Context: an optimization exercise on an open-source flow, tuned for small area. The choices shown serve that exercise and are no tape-out recipe.
Function was checked by simulation only, so behaviour that the tests miss may differ from the original.
The clock port is modelled as an ideal driver; clocking choices that lean on that would not hold on a real chip.
No activity file was given, so power comes from the tool's default toggle rates.

## trial 35
## seq_mac_unit
module seq_mac_unit #(
    parameter int N                  = 41,
    parameter int CLK_DIV_MULTIPLIER = 50
) (
    input  logic           clk_i,
    input  logic           rst_i,
    input  logic           MUL_Start_STRB_i,
    input  logic [2*N-1:0] a_i,
    input  logic [2*N-1:0] b_i,
    input  logic [2*N-1:0] acc_i,
    output logic           MUL_Done_STRB_o,
    output logic [2*N-1:0] out_o,
    output logic           busy_o
);
Size in the first run: roughly 490 cells after synthesis.
clock: 10.0 ns
lec_check: 0
cap_margin: 0
core_margin: 2
core_utilization: 55
place_density: 0.68
slew_margin: 0
synth_hierarchical: 1
synth_minimum_keep_size: 0
standard.sh (not shown) runs the stock make flow with config.mk's settings and CLKGATE_MAP_FILE= SYNTH_SCRIPT=/design/flow/synth_recipe.tcl, a recipe that flattens the netlist after the stock synthesis.
==> flow/flow/run.sh <==
#!/bin/bash
# Standard ORFS layout (the standard.sh, standard synthesis unchanged) with
# changes of cell choice only: the port buffers are the smallest buffer, the
# clock tree is built from clkbuf_8 without dummy loads, and after CTS each
# clock buffer is downsized where the flip-flop clock slew stays low.
set -euo pipefail
export BUFFER_PORTS_ARGS="-buffer_cell sky130_fd_sc_hd__buf_1"
export CTS_ARGS="-sink_clustering_enable -repair_clock_nets -dont_use_dummy_load -buf_list sky130_fd_sc_hd__clkbuf_8 -root_buf sky130_fd_sc_hd__clkbuf_8"
export POST_CTS_TCL="$PWD/flow/downsize.tcl"
bash standard.sh > standard.log 2>&1
==> flow/flow/downsize.tcl <==
# Downsize clock buffers to clkbuf_4 (then clkbuf_2) where the flip-flop clock
# pins they drive keep a slew under the limit (placement parasitics).
proc ctsd_worst_clk_slew {} {
  set worst 0
  foreach pin [get_pins -hierarchical */CLK] {
    set s [get_property $pin slew_max]
    if {$s > $worst} {set worst $s}
  }
  return $worst
}
set ctsd_limit 0.120
estimate_parasitics -placement
foreach size {4 2} {
  foreach inst [get_cells *] {
    set m [get_property $inst ref_name]
    if {![string match "sky130_fd_sc_hd__clkbuf_*" $m]} continue
    set cur [string range $m [expr [string last _ $m]+1] end]
    if {$cur <= $size} continue
    replace_cell $inst sky130_fd_sc_hd__clkbuf_$size
    estimate_parasitics -placement
    if {[ctsd_worst_clk_slew] > $ctsd_limit} {
      replace_cell $inst $m
      estimate_parasitics -placement
    } else {
      puts "CTSD [get_property $inst name] $m -> clkbuf_$size"
    }
  }
}
puts "CTSD worst clock slew [ctsd_worst_clk_slew]"
detailed_placement
check_placement
Modified inputs, trial 93 compared to trial 35
- PLACE_DENSITY: 0.68 -> 0.8
Notes after the runs:
- Post-layout minimum cycle time: lower on trial 35
- Run comparison: trial 93 end point of the critical path l_q[9]$_DFF_P_; trial 35 end point of the critical path l_q[29]$_DFF_P_
- Met2 wire length: trial 93 and trial 35 compared, lower one is trial 35
- Sum of internal, switching and leakage power down about 0.55% in trial 93 wrt trial 35
- Worst-case vdd ir drop: trial 93 and trial 35 compared, lower one is trial 93

========
The RTL this note starts from:
==> flow/design.v <==
module seq_mac_unit #(
    parameter int N                  = 41,
    parameter int CLK_DIV_MULTIPLIER = 50
) (
    input  logic           clk_i,
    input  logic           rst_i,
    input  logic           MUL_Start_STRB_i,
    input  logic [2*N-1:0] a_i,
    input  logic [2*N-1:0] b_i,
    input  logic [2*N-1:0] acc_i,
    output logic           MUL_Done_STRB_o,
    output logic [2*N-1:0] out_o,
    output logic           busy_o
);
    localparam int W    = 2 * N;
    localparam int LAT  = N * CLK_DIV_MULTIPLIER + 1;  
    localparam int P    = N + 1;                       
    localparam int WORK = N * P + N;                   
    localparam int WAIT = LAT - WORK;                  
    localparam int NPL  = (WAIT + P - 1) / P;          
    localparam logic [5:0] S_INIT = 6'(64 - NPL);
    localparam int AR = WAIT % P;
    localparam int HR = (WAIT + N * P) % N;
    logic          busy_q, done_q;
    logic          t2_q;
    logic [1:0]    q3_q;
    logic [2:0]    q7_q;
    logic [5:0]    s_q;
    logic          c_q;
    logic [N-1:0]  h_q, l_q;
    logic [N:0]    a_q;        
    logic [N-1:0]  ah_q;       
    logic [N:0]    a_ld;
    logic [N-1:0]  ah_ld;
    logic last, p_last, p_sign, in_mul, in_fin, sub, pre, pol;
    logic a0, ah0, h0, x, sum, maj, s41;
    logic unused_upper_s;
    assign unused_upper_s = ^{a_i[W-1:N], b_i[W-1:N]};
    assign p_last = t2_q & ~q3_q[0] & (q7_q == 3'b001);                
    assign p_sign = ~t2_q & q3_q[1] & q3_q[0] & (q7_q == 3'b100);      
    assign in_mul = ~s_q[5] | (~s_q[4] & ~(s_q[3] & s_q[0]));  
    assign in_fin = s_q[5] & ~s_q[4] & s_q[3] & s_q[0];        
    assign sub    = s_q[5] & ~s_q[4] & s_q[3] & ~s_q[0];       
    assign pre    = s_q[5] & ~s_q[3] & s_q[2] & s_q[1] & s_q[0];  
    assign last   = in_fin & p_sign;
    assign pol    = ~t2_q;    
    assign a0  = a_q[0] ^ pol;
    assign ah0 = ah_q[0] ^ pol;
    assign h0  = h_q[0];
    assign x   = in_mul ? ((l_q[0] & a0) ^ sub) : ah0;
    assign sum = h0 ^ x ^ c_q;
    assign maj = (h0 & x) | (c_q & (h0 ^ x));
    assign s41 = h0 ^ x ^ maj;      
    always_ff @(posedge clk_i or posedge rst_i) begin
        if (rst_i) begin
            busy_q <= 1'b0;
            done_q <= 1'b0;
        end else begin
            busy_q <= (MUL_Start_STRB_i & ~busy_q) | (busy_q & ~last);
            done_q <= busy_q & last;
        end
    end
    always_ff @(posedge clk_i) begin
        if (!busy_q) begin
            t2_q <= 1'b0;
            q3_q <= 2'b01;
            q7_q <= 3'b001;
            s_q  <= S_INIT;
        end else begin
            t2_q <= ~t2_q;
            q3_q <= {q3_q[0], q3_q[1] ^ q3_q[0]};
            q7_q <= {q7_q[1:0], q7_q[2] ^ q7_q[1]};
            s_q  <= s_q + {5'd0, p_last};
        end
    end
    for (genvar i = 0; i <= N; i++) begin : g_a_ld
        if (((i + P - AR) % P) == N) begin : g_acc40
            assign a_ld[i] = acc_i[N-1];
        end else begin : g_a
            assign a_ld[i] = a_i[(i + P - AR) % P];
        end
    end
    for (genvar i = 0; i < N; i++) begin : g_ah_ld
        assign ah_ld[i] = acc_i[N + ((i + N - HR) % N)];
    end
    logic [N:0]   a_d;
    logic [N-1:0] ah_d;
    logic idle;
    assign idle = ~busy_q;
    for (genvar i = 0; i <= N; i++) begin : g_a
        smac_ring u_r (.sel(busy_q), .sel_n(idle), .a(a_q[(i + 1) % (N + 1)]), .b(a_ld[i]),
                       .y(a_d[i]));
    end
    for (genvar i = 0; i < N; i++) begin : g_ah
        smac_ring u_r (.sel(busy_q), .sel_n(idle), .a(ah_q[(i + 1) % N]), .b(ah_ld[i]),
                       .y(ah_d[i]));
    end
    always_ff @(posedge clk_i) begin
        a_q  <= a_d;
        ah_q <= ah_d;
    end
    always_ff @(posedge clk_i) begin
        if (p_last) begin
            c_q <= pre | (sub & a0);
        end else if (p_sign & in_mul) begin
            c_q <= s41;
        end else begin
            c_q <= maj;
        end
    end
    logic sel_ld, sel_step, sel_sh, sel_hold, sel_lhold, h_top;
    logic [N-1:0] h_d, l_d, h_nx, l_nx;
    assign sel_ld    = MUL_Start_STRB_i & ~busy_q;
    assign sel_step  = busy_q & in_mul & p_last;
    assign sel_sh    = busy_q & ~(s_q[5] & s_q[4]);    
    assign sel_hold  = ~(sel_ld | sel_sh);
    assign sel_lhold = ~(sel_ld | sel_step);
    assign h_top     = p_last ? c_q : sum;
    assign h_nx      = {h_top, h_q[N-1:1]};
    assign l_nx      = {h_q[0], l_q[N-1:1]};
    for (genvar i = 0; i < N; i++) begin : g_hl
        smac_sel3 u_h (.ld(sel_ld), .sh(sel_sh), .hd(sel_hold),
                       .a(acc_i[i]), .b(h_nx[i]), .c(h_q[i]), .y(h_d[i]));
        smac_sel3 u_l (.ld(sel_ld), .sh(sel_step), .hd(sel_lhold),
                       .a(b_i[i]), .b(l_nx[i]), .c(l_q[i]), .y(l_d[i]));
    end
    always_ff @(posedge clk_i) begin
        h_q <= h_d;
        l_q <= l_d;
    end
    assign out_o           = {h_q, l_q};
    assign MUL_Done_STRB_o = done_q;
    assign busy_o          = busy_q;
endmodule
module smac_ring (
    input  logic sel,
    input  logic sel_n,
    input  logic a,
    input  logic b,
    output logic y
);
    assign y = ~((sel | b) & (sel_n | a));
endmodule
module smac_sel3 (
    input  logic ld,
    input  logic sh,
    input  logic hd,
    input  logic a,
    input  logic b,
    input  logic c,
    output logic y
);
    assign y = (ld & a) | (sh & b) | (hd & c);
endmodule
export LEC_CHECK = 0
export CAP_MARGIN = 0
export CORE_MARGIN = 2
export CORE_UTILIZATION = 55
export PLACE_DENSITY = 0.86
export SLEW_MARGIN = 0
export SYNTH_HIERARCHICAL = 1
export SYNTH_MINIMUM_KEEP_SIZE = 0
create_clock -name core_clock -period 10.0 [get_ports {clk_i}]
Scripts as last shown in full above: flow/flow/run.sh, flow/flow/downsize.tcl
The starting point completed without violations.
Change:
- PLACE_DENSITY: 0.86 -> 0.8
=> The changed run completed without violations; routed wire length decreases by a few percent; final area hardly moves; critical path depth rises by 2; worst setup slack improved by 51 ps; utilization fell by 0.20 points; first-iteration DRC count falls by about a fifth; power went down slightly; sequential power hardly moves; global-route usage went down by 0.40 points.
Change:
- PLACE_DENSITY: 0.8 -> 0.68
The changed run went through all stages and came out clean.
Routed wire length came out lower by about 4.7%.
Cell count stays flat.
Final area came out higher by about 0.4%.
Sequential power barely changes.
Utilization came out higher by 0.27 points.
Die area does not change.
Sequential share of layout area came out lower by 0.20 points.
Worst setup slack gets worse by 820 ps.
Global-route usage came out lower by 0.90 points.
Clock power came out higher by about 7%.
Clock skew is about the same.
Change:
- CORE_UTILIZATION: 55 -> 60
- PLACE_DENSITY: 0.68 -> 0.8
What happened: The new run finished with timing, DRC and antenna clean. Synthesized area is unchanged. Flip-flop and latch count does not change. Global-route usage increases by 1.7 points. Die area decreases by 8.0%. Final cell count decreases by 0.89%. Wire length increases by 2.3%. Final area decreases by 0.37%. Synthesized cell count stays the same. Count of clock-buffer cells in the layout does not change. Register-to-register slack improved by 180 ps.

re-timing with driven ports:
The results above use ideal ports. As a check the final layouts listed here were re-extracted and re-timed, cells and wires unchanged.
Step 1 (the two cells are an assumption about what drives the block):
set clk [get_ports {clk_i}]
set_driving_cell -lib_cell sky130_fd_sc_hd__clkbuf_16 $clk
set_driving_cell -lib_cell sky130_fd_sc_hd__buf_2 [delete_from_list [all_inputs] $clk]
Step 2 moves the port delays by t, midway between the first and last clock arrival at a register: inputs arrive t later, outputs are due t later. That takes back most of the time a late clock gives input paths.
Slacks: ideal ports / drivers / drivers and shift; pairs: ideal ports / drivers.
run	t (ns)	slack for setup (ns)	slew at the worst register clock pin (ns)	worst data-port slew with drivers (ns)
trial 35	0.583	6.152 / 6.167 / 5.584	0.11 / 0.11	0.05
trial 93	0.553	5.616 / 5.616 / 5.616	0.11 / 0.11	0.06
the first run of note 2	0.547	6.563 / 6.562 / 6.015	0.11 / 0.11	0.06
the second run of note 2	0.560	6.614 / 6.614 / 6.081	0.12 / 0.12	0.06
the third run of note 2	0.589	5.798 / 5.765 / 5.967	0.11 / 0.11	0.09
the fourth run of note 2	0.671	6.376 / 6.382 / 5.710	0.12 / 0.12	0.07
After both steps setup and hold are still met in every run listed. For the fourth run of note 2, which loses most, drivers alone change the setup slack by +0.006 ns; drivers and shift together by -0.666 ns.
